This design comes from an exercise in tuning for a short achievable clock period and few clock cycles per item on the open sky130 flow, not from production work. RTL that was checked went through simulation tests only; none was proved equivalent to the original.

// virtio_mmio_top
module virtio_mmio_top
#(
	parameter int ID_W      = 1,
	parameter int QUEUE_NUM = 1
)
(
	input  logic            axi_aclk,
	input  logic            axi_aresetn,
	input  logic [ID_W-1:0] awid,
	input  logic [11:0]     awaddr,
	input  logic [7:0]      awlen,
	input  logic [1:0]      awburst,
	input  logic            awvalid,
	output logic            awready,
	input  logic [31:0]     wdata,
	input  logic            wlast,
	input  logic            wvalid,
	output logic            wready,
	output logic [ID_W-1:0] bid,
	output logic [1:0]      bresp,
	output logic            bvalid,
	input  logic            bready,
	input  logic [ID_W-1:0] arid,
	input  logic [11:0]     araddr,
	input  logic [7:0]      arlen,
	input  logic [1:0]      arburst,
	input  logic            arvalid,
	output logic            arready,
	output logic [ID_W-1:0] rid,
	output logic [31:0]     rdata,
	output logic [1:0]      rresp,
	output logic            rlast,
	output logic            rvalid,
	input  logic            rready,
	output logic            interrupt
);
make LEC_CHECK=0 ABC_CLOCK_PERIOD_IN_PS=1000 CAP_MARGIN=20 CORE_MARGIN=2 CORE_UTILIZATION=40 SETUP_SLACK_MARGIN=3.3 SLEW_MARGIN=20 finish   # period 5.0 ns
run.sh (not shown) runs the stock make flow with config.mk's settings and CLKGATE_MAP_FILE= SYNTH_SCRIPT=/design/flow/synth_recipe.tcl, a recipe that flattens the netlist after the stock synthesis.
The starting point produced a clean layout.
Next try:
--- a/flow/design.v
+++ b/flow/design.v
@@ -72,16 +72,13 @@
 	assign beat_data = wf_ne ? wf_data[wf_rp] : wdata;
 	assign beat_last = wf_ne ? wf_last[wf_rp] : wlast;
 	assign ctx_sel   = cur ? cur_sel   : in_sel;
 	assign ctx_addr  = cur ? cur_addr  : awaddr[11:2];
 	assign ctx_fixed = cur ? cur_fixed : in_fixed;
 	assign ctx_id    = cur ? cur_id    : awid;
-	logic [12:0] cur_sel_next, in_sel_next;
-	wr_slot_decode #(.NEXT(1)) i_dec_next (.addr(cur_addr), .sel(cur_sel_next));
-	wr_slot_decode #(.NEXT(1)) i_dec_next_in (.addr(awaddr[11:2]), .sel(in_sel_next));
-	assign ctx_sel_next = cur ? cur_sel_next : in_sel_next;
+	wr_slot_decode #(.NEXT(1)) i_dec_next (.addr(ctx_addr), .sel(ctx_sel_next));
 	assign go = beat_ok && (cur || aw_hs);
 	assign in_to_cur = (go && cur && beat_last && !awf_ne) || (!go && !cur);
 	assign awf_push  = aw_hs && cur && !(go && beat_last && !awf_ne);
 	assign awf_pop   = go && beat_last && awf_ne;
 	assign wf_pop    = go && wf_ne;
 	assign wf_push   = w_hs && !(go && !wf_ne);
@@ -323,16 +320,13 @@
 	assign in_last   = (arlen == 8'd0);
 	assign src_last  = cur ? cur_last  : in_last;
 	assign src_last_next = cur ? (cur_len == 8'd1) : (arlen == 8'd1);
 	assign src_fixed = cur ? cur_fixed : in_fixed;
 	assign src_id    = cur ? cur_id    : arid;
 	assign go        = take && (cur || ar_hs);
-	logic [16:0] cur_sel_next;
-	rd_slot_decode #(.NEXT(1)) i_dec_next (.addr(cur_addr), .sel(cur_sel_next));
-	rd_slot_decode #(.NEXT(1)) i_dec_next_in (.addr(araddr[11:2]), .sel(in_sel_next));
-	assign src_sel_next = cur ? cur_sel_next : in_sel_next;
+	rd_slot_decode #(.NEXT(1)) i_dec_next (.addr(src_addr), .sel(src_sel_next));
 	assign bank_rsel    = cur_sel;
 	assign bank_rsel_in = in_sel;
 	assign in_used  = ar_hs && !cur;
 	assign arf_push = ar_hs && cur && !(take && cur_last && !arf_ne);
 	assign arf_pop  = take && cur && cur_last && arf_ne;
 	always_comb
@@ -384,13 +378,13 @@
 		if (!axi_aresetn)
 		begin
 			rdata <= '0;
 			rlast <= 1'b0;
 			rid   <= '0;
 		end
-		else if (take)
+		else if (go)
 		begin
 			rdata <= cur ? bank_rdata : bank_rdata_in;
 			rlast <= src_last;
 			rid   <= src_id;
 		end
 	end
=> The changed run ran to the end with no violations; global-route usage rises by 1.5 points; maximum frequency climbs by 5.3%; utilization rose by 2.1 points; via count rose by 2.7%; flip-flop and latch count is unchanged.
Testbench counts after the change, summed over its fixed seeds: cycles 8,757, items 11,627.
Only the layout flow was run in the first run of this note; the RTL was not checked for function there.

[re-timing with driven ports]
The flow's constraints put no driver on any port. The routed layouts listed below were extracted and timed again, unchanged, in two steps.
Step 1 sets driving cells, clkbuf_16 on the clock port and buf_2 on the other inputs (assumed; they add their load-dependent delay and slew).
Step 2, shift: input delay + t, output delay - t, t = (earliest + latest rising clock arrival at the registers) / 2. This alone moves slack from input paths to output paths.
Slacks: ideal ports / drivers / drivers and shift; pairs: ideal ports / drivers.
run | t, ns | slack for setup (ns) | latest minus earliest clock arrival (ns) | pins driven straight from the clock port
the first run | 0.689 | 2.561 / 2.584 / 1.895 | 0.028 / 0.028 | 1
the second run | 0.699 | 2.684 / 2.652 / 1.953 | 0.040 / 0.040 | 1
After both steps setup and hold are still met in every run listed. For the second run, which loses most, drivers alone change the setup slack by -0.032 ns; drivers and shift together by -0.731 ns.
